From an optimization exercise on the open Yosys and OpenROAD flow, aimed at small area and few clock cycles per item; shortcuts taken in it are not production practice. The RTL was checked by simulation tests, not by an equivalence proof against the original design. Power figures rest on the tool's default switching activity, not on a simulated workload.

## lj_pair_scheduler
module lj_pair_scheduler #(
  parameter int ADDR_W       = 12,
  parameter int NUM_W        = 16,
  parameter int PIPE_LATENCY = 24,
  parameter int RING_LEN     = 13,
  parameter int STRIDE       = 2,
  parameter int TAPS         = 2
) (
  input  logic              clock,
  input  logic              resetn,
  input  logic              start,
  input  logic [31:0]       ref_x,
  input  logic [31:0]       ref_y,
  input  logic [31:0]       ref_z,
  input  logic [ADDR_W-1:0] base_addr,
  input  logic [NUM_W-1:0]  num_neighbors,
  output logic              busy,
  output logic              done,
  output logic              nb_rd_en,
  output logic [ADDR_W-1:0] nb_rd_addr,
  input  logic [95:0]       nb_rd_data,
  output logic              pipe_ivalid,
  output logic              pipe_iready,
  output logic [31:0]       pipe_ref_x,
  output logic [31:0]       pipe_ref_y,
  output logic [31:0]       pipe_ref_z,
  output logic [31:0]       pipe_nb_x,
  output logic [31:0]       pipe_nb_y,
  output logic [31:0]       pipe_nb_z,
  input  logic              pipe_ovalid,
  input  logic [127:0]      pipe_force,
  output logic              force_valid,
  output logic [127:0]      force_data,
  output logic              force_last,
  input  logic              force_ready,
  output logic              err_unexpected
);
Size: roughly 2900 cells after synthesis, ~1900 flip-flops.
==> module lj_pair_scheduler, before the edit <==
module lj_pair_scheduler #(
  parameter int ADDR_W       = 12,
  parameter int NUM_W        = 16,
  parameter int PIPE_LATENCY = 24,
  parameter int RING_LEN     = 13,
  parameter int STRIDE       = 2,
  parameter int TAPS         = 2
) (
  input  logic              clock,
  input  logic              resetn,
  input  logic              start,
  input  logic [31:0]       ref_x,
  input  logic [31:0]       ref_y,
  input  logic [31:0]       ref_z,
  input  logic [ADDR_W-1:0] base_addr,
  input  logic [NUM_W-1:0]  num_neighbors,
  output logic              busy,
  output logic              done,
  output logic              nb_rd_en,
  output logic [ADDR_W-1:0] nb_rd_addr,
  input  logic [95:0]       nb_rd_data,
  output logic              pipe_ivalid,
  output logic              pipe_iready,
  output logic [31:0]       pipe_ref_x,
  output logic [31:0]       pipe_ref_y,
  output logic [31:0]       pipe_ref_z,
  output logic [31:0]       pipe_nb_x,
  output logic [31:0]       pipe_nb_y,
  output logic [31:0]       pipe_nb_z,
  input  logic              pipe_ovalid,
  input  logic [127:0]      pipe_force,
  output logic              force_valid,
  output logic [127:0]      force_data,
  output logic              force_last,
  input  logic              force_ready,
  output logic              err_unexpected
);
  localparam int L    = RING_LEN;
  localparam int CW   = $clog2(L + 1);
  localparam int GW   = $clog2(L);
  localparam int RTT  = PIPE_LATENCY + 1;
  localparam int HP0  = (L - (RTT % L)) % L;
  logic              run_q, done_q, iv_q, err_q, ov_q, olast_q;
  logic [CW-1:0]     cnt_q, avail_q;       
  logic [GW-1:0]     gap_q;                
  logic [L-1:0]      head_q;               
  logic [NUM_W-1:0]  rem_q;                
  logic [ADDR_W-1:0] addr_q;
  logic [95:0]       ref_q;
  logic [127:0]      ring_q [L];
  logic [127:0]      out_q;
  logic accept, have_work, inflight, arriving, pop, ofree, at_tap, load, empty_eff, iss;
  assign accept    = !run_q && !done_q && start;
  assign have_work = run_q && (rem_q != '0);
  assign inflight  = (cnt_q != avail_q);
  assign arriving  = pipe_ovalid && inflight;
  assign pop       = ov_q && force_ready;
  assign ofree     = !ov_q || pop;
  always_comb begin
    at_tap = head_q[L-1];
    for (int i = 0; i < TAPS - 1; i++) at_tap = at_tap || head_q[i];
  end
  assign load      = ofree && ((avail_q != '0) || arriving) && at_tap;
  assign empty_eff = (cnt_q == '0) || ((cnt_q == CW'(1)) && load);
  assign iss       = have_work &&
                     (empty_eff || ((gap_q == '0) && ((cnt_q != CW'(L)) || load)));
  always_ff @(posedge clock or negedge resetn) begin
    if (!resetn) begin
      run_q   <= 1'b0;
      done_q  <= 1'b0;
      iv_q    <= 1'b0;
      err_q   <= 1'b0;
      ov_q    <= 1'b0;
      cnt_q   <= '0;
      avail_q <= '0;
    end else begin
      run_q   <= (accept && (num_neighbors != '0)) || (run_q && !(pop && olast_q));
      done_q  <= (accept && (num_neighbors == '0)) || (run_q && pop && olast_q);
      iv_q    <= iss;
      err_q   <= err_q || (pipe_ovalid && !inflight);
      ov_q    <= load || (ov_q && !pop);
      cnt_q   <= cnt_q + CW'(iss) - CW'(load);
      avail_q <= avail_q + CW'(arriving) - CW'(load);
    end
  end
  always_ff @(posedge clock) begin
    if (iss)               gap_q <= GW'(STRIDE - 1);
    else if (gap_q == '0)  gap_q <= GW'(L - 1);
    else                   gap_q <= gap_q - GW'(1);
    if (iss && empty_eff)  head_q <= L'(1) << HP0;
    else if (!load)        head_q <= {head_q[L-2:0], head_q[L-1]};
    else                   head_q <= {head_q[STRIDE-2:0], head_q[L-1:STRIDE-1]};
    rem_q  <= accept ? num_neighbors : (rem_q - NUM_W'(iss));
    addr_q <= accept ? base_addr : (addr_q + ADDR_W'(iss));
    if (load) olast_q <= (rem_q == '0) && (cnt_q == CW'(1));
  end
  always_ff @(posedge clock) begin
    if (accept) ref_q <= {ref_z, ref_y, ref_x};
  end
  always_ff @(posedge clock) begin
    ring_q[0] <= arriving ? pipe_force : ring_q[L-1];
    for (int i = 1; i < L; i++) ring_q[i] <= ring_q[i-1];
  end
  logic [127:0] tap_d;
  always_comb begin
    tap_d = ({128{head_q[L-1] && arriving}} & pipe_force) |
            ({128{head_q[L-1] && !arriving}} & ring_q[L-1]);
    for (int i = 0; i < TAPS - 1; i++)
      tap_d = tap_d | ({128{head_q[i]}} & ring_q[i]);
  end
  always_ff @(posedge clock) begin
    if (load) out_q <= tap_d;
  end
  assign busy           = run_q;
  assign done           = done_q;
  assign nb_rd_en       = iss;
  assign nb_rd_addr     = addr_q;
  assign pipe_ivalid    = iv_q;
  assign pipe_iready    = 1'b1;
  assign {pipe_ref_z, pipe_ref_y, pipe_ref_x} = ref_q;
  assign {pipe_nb_z, pipe_nb_y, pipe_nb_x}    = nb_rd_data;
  assign force_valid    = ov_q;
  assign force_data     = out_q;
  assign force_last     = olast_q;
  assign err_unexpected = err_q;
endmodule
==> flow/config.mk <==
export PLATFORM = sky130hd
export DESIGN_NAME = lj_pair_scheduler
export DESIGN_NICKNAME = lj_pair_scheduler
export VERILOG_FILES = /design/flow/design.v
export SDC_FILE = /design/flow/constraint.sdc
export NUM_CORES = 4
export LEC_CHECK = 0
export CAP_MARGIN = 20
export CORE_MARGIN = 2
export CORE_UTILIZATION = 60
export CTS_CLUSTER_DIAMETER = 90
export CTS_CLUSTER_SIZE = 28
export PLACE_DENSITY = 0.75
export SLEW_MARGIN = 20
==> flow/constraint.sdc <==
create_clock -name core_clock -period 6.0 [get_ports {clock}]
set_input_delay 1.2000 -clock core_clock [delete_from_list [all_inputs] [get_ports {clock}]]
set_output_delay 1.2000 -clock core_clock [all_outputs]
set_load 0.01 [all_outputs]
standard.sh (not shown) runs the stock make flow with config.mk's settings and CLKGATE_MAP_FILE= SYNTH_SCRIPT=/design/flow/synth_recipe.tcl, a recipe that flattens the netlist after the stock synthesis.
==> flow/flow/run.sh <==
#!/bin/bash
# Own layout flow: the standard ORFS flow (standard.sh, all steps up to
# finish) with one change: buffer_ports, which gives every input and output
# port its own buffer during global placement, is told to use the smallest
# buffer cell (sky130_fd_sc_hd__buf_1) instead of choosing one itself. The
# resizer may still upsize any of them later. The make output goes to
# standard_flow.log here; each ORFS step also keeps its own log under orfs/logs.
set -euo pipefail
cd "$(dirname "${BASH_SOURCE[0]}")/.."
export BUFFER_PORTS_ARGS="-buffer_cell sky130_fd_sc_hd__buf_1"
bash standard.sh finish > standard_flow.log 2>&1
The baseline completed with no timing, DRC or antenna violations.
Testbench counts at the start, summed over its fixed seeds: cycles 42,605, items 18,420.
Next try:
--- a/flow/design.v
+++ b/flow/design.v
@@ -6,5 +6,5 @@
   parameter int RING_LEN     = 13,
   parameter int STRIDE       = 2,
-  parameter int TAPS         = 2
+  parameter int TAPS         = 3
 ) (
   input  logic              clock,
@@ -40,7 +40,7 @@
   localparam int CW   = $clog2(L + 1);
   localparam int GW   = $clog2(L);
-  localparam int RTT  = PIPE_LATENCY + 1;
+  localparam int RTT  = PIPE_LATENCY;
   localparam int HP0  = (L - (RTT % L)) % L;
-  logic              run_q, done_q, iv_q, err_q, ov_q, olast_q;
+  logic              run_q, done_q, pend_q, err_q, ov_q, olast_q;
   logic [CW-1:0]     cnt_q, avail_q;       
   logic [GW-1:0]     gap_q;                
@@ -51,7 +51,6 @@
   logic [127:0]      ring_q [L];
   logic [127:0]      out_q;
-  logic accept, have_work, inflight, arriving, pop, ofree, at_tap, load, empty_eff, iss;
+  logic accept, rd, inflight, arriving, pop, ofree, at_tap, load, empty_eff, iss;
   assign accept    = !run_q && !done_q && start;
-  assign have_work = run_q && (rem_q != '0);
   assign inflight  = (cnt_q != avail_q);
   assign arriving  = pipe_ovalid && inflight;
@@ -64,11 +63,12 @@
   assign load      = ofree && ((avail_q != '0) || arriving) && at_tap;
   assign empty_eff = (cnt_q == '0) || ((cnt_q == CW'(1)) && load);
-  assign iss       = have_work &&
+  assign iss       = pend_q &&
                      (empty_eff || ((gap_q == '0) && ((cnt_q != CW'(L)) || load)));
+  assign rd        = run_q && (rem_q != '0) && (!pend_q || iss);
   always_ff @(posedge clock or negedge resetn) begin
     if (!resetn) begin
       run_q   <= 1'b0;
       done_q  <= 1'b0;
-      iv_q    <= 1'b0;
+      pend_q  <= 1'b0;
       err_q   <= 1'b0;
       ov_q    <= 1'b0;
@@ -78,5 +78,5 @@
       run_q   <= (accept && (num_neighbors != '0)) || (run_q && !(pop && olast_q));
       done_q  <= (accept && (num_neighbors == '0)) || (run_q && pop && olast_q);
-      iv_q    <= iss;
+      pend_q  <= rd || (pend_q && !iss);
       err_q   <= err_q || (pipe_ovalid && !inflight);
       ov_q    <= load || (ov_q && !pop);
@@ -92,30 +92,31 @@
     else if (!load)        head_q <= {head_q[L-2:0], head_q[L-1]};
     else                   head_q <= {head_q[STRIDE-2:0], head_q[L-1:STRIDE-1]};
-    rem_q  <= accept ? num_neighbors : (rem_q - NUM_W'(iss));
-    addr_q <= accept ? base_addr : (addr_q + ADDR_W'(iss));
-    if (load) olast_q <= (rem_q == '0) && (cnt_q == CW'(1));
+    rem_q  <= accept ? num_neighbors : (rem_q - NUM_W'(rd));
+    addr_q <= accept ? base_addr : (addr_q + ADDR_W'(rd));
+    if (load) olast_q <= (rem_q == '0) && !pend_q && (cnt_q == CW'(1));
   end
   always_ff @(posedge clock) begin
     if (accept) ref_q <= {ref_z, ref_y, ref_x};
   end
+  logic [127:0] ring_in;
+  assign ring_in = arriving ? pipe_force : ring_q[L-1];
   always_ff @(posedge clock) begin
-    ring_q[0] <= arriving ? pipe_force : ring_q[L-1];
+    ring_q[0] <= ring_in;
     for (int i = 1; i < L; i++) ring_q[i] <= ring_q[i-1];
   end
-  logic [127:0] tap_d;
+  logic [127:0] out_d;
   always_comb begin
-    tap_d = ({128{head_q[L-1] && arriving}} & pipe_force) |
-            ({128{head_q[L-1] && !arriving}} & ring_q[L-1]);
+    out_d = ({128{load && head_q[L-1] && arriving}} & pipe_force) |
+            ({128{load && head_q[L-1] && !arriving}} & ring_q[L-1]) |
+            ({128{!load}} & out_q);
     for (int i = 0; i < TAPS - 1; i++)
-      tap_d = tap_d | ({128{head_q[i]}} & ring_q[i]);
+      out_d = out_d | ({128{load && head_q[i]}} & ring_q[i]);
   end
-  always_ff @(posedge clock) begin
-    if (load) out_q <= tap_d;
-  end
+  always_ff @(posedge clock) out_q <= out_d;
   assign busy           = run_q;
   assign done           = done_q;
-  assign nb_rd_en       = iss;
+  assign nb_rd_en       = rd;
   assign nb_rd_addr     = addr_q;
-  assign pipe_ivalid    = iv_q;
+  assign pipe_ivalid    = iss;
   assign pipe_iready    = 1'b1;
   assign {pipe_ref_z, pipe_ref_y, pipe_ref_x} = ref_q;
The new run ran to the end with no violations. Cell count came out higher by 5.1%. Sequential share of layout area came out lower by 2.9 points. Synthesized area came out higher by 1.1%. Die area came out higher by 1.0%. Worst hold slack gets worse by 0.012 ns. Final area came out higher by 0.45%. Global-route usage came out lower by 0.81 points. Sequential cell count is unchanged. Critical path depth does not change. Power came out lower by 17%. Count of clock-buffer cells in the layout came out lower by 33. Routed wire length came out lower by 2.1%. Fmax came out higher by 4.1%.
Testbench counts after the change, summed over its fixed seeds: cycles 42,133, items 18,420.

---

Another version of the RTL of lj_pair_scheduler (not shown whole).
Size: about 3000 cells after synthesis, roughly 1900 flip-flops.
==> module lj_pair_scheduler, before the edit <==
module lj_pair_scheduler #(
  parameter int ADDR_W       = 12,
  parameter int NUM_W        = 16,
  parameter int PIPE_LATENCY = 24,
  parameter int RING_LEN     = 13,
  parameter int STRIDE       = 2,
  parameter int TAPS         = 2
) (
  input  logic              clock,
  input  logic              resetn,
  input  logic              start,
  input  logic [31:0]       ref_x,
  input  logic [31:0]       ref_y,
  input  logic [31:0]       ref_z,
  input  logic [ADDR_W-1:0] base_addr,
  input  logic [NUM_W-1:0]  num_neighbors,
  output logic              busy,
  output logic              done,
  output logic              nb_rd_en,
  output logic [ADDR_W-1:0] nb_rd_addr,
  input  logic [95:0]       nb_rd_data,
  output logic              pipe_ivalid,
  output logic              pipe_iready,
  output logic [31:0]       pipe_ref_x,
  output logic [31:0]       pipe_ref_y,
  output logic [31:0]       pipe_ref_z,
  output logic [31:0]       pipe_nb_x,
  output logic [31:0]       pipe_nb_y,
  output logic [31:0]       pipe_nb_z,
  input  logic              pipe_ovalid,
  input  logic [127:0]      pipe_force,
  output logic              force_valid,
  output logic [127:0]      force_data,
  output logic              force_last,
  input  logic              force_ready,
  output logic              err_unexpected
);
  localparam int L    = RING_LEN;
  localparam int CW   = $clog2(L + 1);
  localparam int GW   = $clog2(L);
  localparam int RTT  = PIPE_LATENCY + 1;
  localparam int HP0  = (L - (RTT % L)) % L;
  logic              run_q, done_q, iv_q, err_q, ov_q, olast_q;
  logic [CW-1:0]     cnt_q, avail_q;       
  logic [GW-1:0]     gap_q;                
  logic [L-1:0]      head_q;               
  logic [NUM_W-1:0]  rem_q;                
  logic [ADDR_W-1:0] addr_q;
  logic [95:0]       ref_q;
  logic [127:0]      ring_q [L];
  logic [127:0]      out_q;
  logic accept, have_work, inflight, arriving, pop, ofree, at_tap, load, empty_eff, iss;
  assign accept    = !run_q && !done_q && start;
  assign have_work = run_q && (rem_q != '0);
  assign inflight  = (cnt_q != avail_q);
  assign arriving  = pipe_ovalid && inflight;
  assign pop       = ov_q && force_ready;
  assign ofree     = !ov_q || pop;
  always_comb begin
    at_tap = head_q[L-1];
    for (int i = 0; i < TAPS - 1; i++) at_tap = at_tap || head_q[i];
  end
  assign load      = ofree && ((avail_q != '0) || arriving) && at_tap;
  assign empty_eff = (cnt_q == '0) || ((cnt_q == CW'(1)) && load);
  assign iss       = have_work &&
                     (empty_eff || ((gap_q == '0) && ((cnt_q != CW'(L)) || load)));
  always_ff @(posedge clock or negedge resetn) begin
    if (!resetn) begin
      run_q   <= 1'b0;
      done_q  <= 1'b0;
      iv_q    <= 1'b0;
      err_q   <= 1'b0;
      ov_q    <= 1'b0;
      cnt_q   <= '0;
      avail_q <= '0;
    end else begin
      run_q   <= (accept && (num_neighbors != '0)) || (run_q && !(pop && olast_q));
      done_q  <= (accept && (num_neighbors == '0)) || (run_q && pop && olast_q);
      iv_q    <= iss;
      err_q   <= err_q || (pipe_ovalid && !inflight);
      ov_q    <= load || (ov_q && !pop);
      cnt_q   <= cnt_q + CW'(iss) - CW'(load);
      avail_q <= avail_q + CW'(arriving) - CW'(load);
    end
  end
  always_ff @(posedge clock) begin
    if (iss)               gap_q <= GW'(STRIDE - 1);
    else if (gap_q == '0)  gap_q <= GW'(L - 1);
    else                   gap_q <= gap_q - GW'(1);
    if (iss && empty_eff)  head_q <= L'(1) << HP0;
    else if (!load)        head_q <= {head_q[L-2:0], head_q[L-1]};
    else                   head_q <= {head_q[STRIDE-2:0], head_q[L-1:STRIDE-1]};
    rem_q  <= accept ? num_neighbors : (rem_q - NUM_W'(iss));
    addr_q <= accept ? base_addr : (addr_q + ADDR_W'(iss));
    if (load) olast_q <= (rem_q == '0) && (cnt_q == CW'(1));
  end
  always_ff @(posedge clock) begin
    if (accept) ref_q <= {ref_z, ref_y, ref_x};
  end
  logic [127:0] ring_in;
  assign ring_in = arriving ? pipe_force : ring_q[L-1];
  always_ff @(posedge clock) begin
    ring_q[0] <= ring_in;
    for (int i = 1; i < L; i++) ring_q[i] <= ring_q[i-1];
  end
  logic [127:0] out_d;
  always_comb begin
    out_d = ({128{load && head_q[L-1] && arriving}} & pipe_force) |
            ({128{load && head_q[L-1] && !arriving}} & ring_q[L-1]) |
            ({128{!load}} & out_q);
    for (int i = 0; i < TAPS - 1; i++)
      out_d = out_d | ({128{load && head_q[i]}} & ring_q[i]);
  end
  always_ff @(posedge clock) out_q <= out_d;
  assign busy           = run_q;
  assign done           = done_q;
  assign nb_rd_en       = iss;
  assign nb_rd_addr     = addr_q;
  assign pipe_ivalid    = iv_q;
  assign pipe_iready    = 1'b1;
  assign {pipe_ref_z, pipe_ref_y, pipe_ref_x} = ref_q;
  assign {pipe_nb_z, pipe_nb_y, pipe_nb_x}    = nb_rd_data;
  assign force_valid    = ov_q;
  assign force_data     = out_q;
  assign force_last     = olast_q;
  assign err_unexpected = err_q;
endmodule
export LEC_CHECK = 0
export CAP_MARGIN = 20
export CORE_MARGIN = 2
export CORE_UTILIZATION = 60
export CTS_CLUSTER_DIAMETER = 90
export CTS_CLUSTER_SIZE = 28
export PLACE_DENSITY = 0.75
export SLEW_MARGIN = 20
create_clock -name core_clock -period 6.0 [get_ports {clock}]
Scripts as last shown in full above: flow/flow/run.sh
Testbench counts at the start, summed over its fixed seeds: cycles 42,605, items 18,420.
Rerun with:
--- a/flow/design.v
+++ b/flow/design.v
@@ -5,7 +5,7 @@
   parameter int PIPE_LATENCY = 24,
   parameter int RING_LEN     = 13,
   parameter int STRIDE       = 2,
-  parameter int TAPS         = 2
+  parameter int TAPS         = 3
 ) (
   input  logic              clock,
   input  logic              resetn,
@@ -39,9 +39,9 @@
   localparam int L    = RING_LEN;
   localparam int CW   = $clog2(L + 1);
   localparam int GW   = $clog2(L);
-  localparam int RTT  = PIPE_LATENCY + 1;
+  localparam int RTT  = PIPE_LATENCY;
   localparam int HP0  = (L - (RTT % L)) % L;
-  logic              run_q, done_q, iv_q, err_q, ov_q, olast_q;
+  logic              run_q, done_q, pend_q, err_q, ov_q, olast_q;
   logic [CW-1:0]     cnt_q, avail_q;       
   logic [GW-1:0]     gap_q;                
   logic [L-1:0]      head_q;               
@@ -50,9 +50,8 @@
   logic [95:0]       ref_q;
   logic [127:0]      ring_q [L];
   logic [127:0]      out_q;
-  logic accept, have_work, inflight, arriving, pop, ofree, at_tap, load, empty_eff, iss;
+  logic accept, rd, inflight, arriving, pop, ofree, at_tap, load, empty_eff, iss;
   assign accept    = !run_q && !done_q && start;
-  assign have_work = run_q && (rem_q != '0);
   assign inflight  = (cnt_q != avail_q);
   assign arriving  = pipe_ovalid && inflight;
   assign pop       = ov_q && force_ready;
@@ -63,13 +62,14 @@
   end
   assign load      = ofree && ((avail_q != '0) || arriving) && at_tap;
   assign empty_eff = (cnt_q == '0) || ((cnt_q == CW'(1)) && load);
-  assign iss       = have_work &&
+  assign iss       = pend_q &&
                      (empty_eff || ((gap_q == '0) && ((cnt_q != CW'(L)) || load)));
+  assign rd        = run_q && (rem_q != '0) && (!pend_q || iss);
   always_ff @(posedge clock or negedge resetn) begin
     if (!resetn) begin
       run_q   <= 1'b0;
       done_q  <= 1'b0;
-      iv_q    <= 1'b0;
+      pend_q  <= 1'b0;
       err_q   <= 1'b0;
       ov_q    <= 1'b0;
       cnt_q   <= '0;
@@ -77,7 +77,7 @@
     end else begin
       run_q   <= (accept && (num_neighbors != '0)) || (run_q && !(pop && olast_q));
       done_q  <= (accept && (num_neighbors == '0)) || (run_q && pop && olast_q);
-      iv_q    <= iss;
+      pend_q  <= rd || (pend_q && !iss);
       err_q   <= err_q || (pipe_ovalid && !inflight);
       ov_q    <= load || (ov_q && !pop);
       cnt_q   <= cnt_q + CW'(iss) - CW'(load);
@@ -91,9 +91,9 @@
     if (iss && empty_eff)  head_q <= L'(1) << HP0;
     else if (!load)        head_q <= {head_q[L-2:0], head_q[L-1]};
     else                   head_q <= {head_q[STRIDE-2:0], head_q[L-1:STRIDE-1]};
-    rem_q  <= accept ? num_neighbors : (rem_q - NUM_W'(iss));
-    addr_q <= accept ? base_addr : (addr_q + ADDR_W'(iss));
-    if (load) olast_q <= (rem_q == '0) && (cnt_q == CW'(1));
+    rem_q  <= accept ? num_neighbors : (rem_q - NUM_W'(rd));
+    addr_q <= accept ? base_addr : (addr_q + ADDR_W'(rd));
+    if (load) olast_q <= (rem_q == '0) && !pend_q && (cnt_q == CW'(1));
   end
   always_ff @(posedge clock) begin
     if (accept) ref_q <= {ref_z, ref_y, ref_x};
@@ -106,18 +106,16 @@
   end
   logic [127:0] out_d;
   always_comb begin
-    out_d = ({128{load && head_q[L-1] && arriving}} & pipe_force) |
-            ({128{load && head_q[L-1] && !arriving}} & ring_q[L-1]) |
-            ({128{!load}} & out_q);
+    out_d = ({128{load && head_q[L-1]}} & ring_in) | ({128{!load}} & out_q);
     for (int i = 0; i < TAPS - 1; i++)
       out_d = out_d | ({128{load && head_q[i]}} & ring_q[i]);
   end
   always_ff @(posedge clock) out_q <= out_d;
   assign busy           = run_q;
   assign done           = done_q;
-  assign nb_rd_en       = iss;
+  assign nb_rd_en       = rd;
   assign nb_rd_addr     = addr_q;
-  assign pipe_ivalid    = iv_q;
+  assign pipe_ivalid    = iss;
   assign pipe_iready    = 1'b1;
   assign {pipe_ref_z, pipe_ref_y, pipe_ref_x} = ref_q;
   assign {pipe_nb_z, pipe_nb_y, pipe_nb_x}    = nb_rd_data;
The changed run produced a clean layout.
Worst setup slack degrades by 1000 ps.
Combinational power went down by 79%.
Non-clock buffer count decreases by 1.
Die area came out higher by 1.0%.
Power went down by 21%.
Maximum frequency is lower by 22%.
Area after synthesis increases by 1.1%.
Testbench counts after the change, summed over its fixed seeds: cycles 42,133, items 18,420.

## what the ideal ports hide
In the flow no input, the clock included, has a driving cell. The finished layouts below were timed again as built, in two steps. Step 1, drivers: a clkbuf_16 drives clock and a buf_2 each remaining input, both assumed. Step 2, shift: input delay + t, output delay - t, t = (earliest + latest rising clock arrival at the registers) / 2. This alone moves slack from input paths to output paths. Slacks: ideal ports / drivers / drivers and shift; pairs: ideal ports / drivers.
run | t (ns) | slack for setup (ns) | worst register clock-pin slew, ns
the first run of note 1 | 0.700 | 1.530 / 1.466 / 1.766 | 0.11 / 0.11
the second run of note 1 | 0.705 | 1.705 / 1.639 / 1.756 | 0.11 / 0.11
the first run of note 2 | 0.708 | 2.269 / 2.202 / 1.892 | 0.11 / 0.11
the second run of note 2 | 0.705 | 1.233 / 1.166 / 1.647 | 0.11 / 0.11
After both steps every run listed still meets setup and hold. The setup slack of the first run of note 2, which loses most, moves by -0.067 ns with the drivers and by -0.377 ns with both steps.
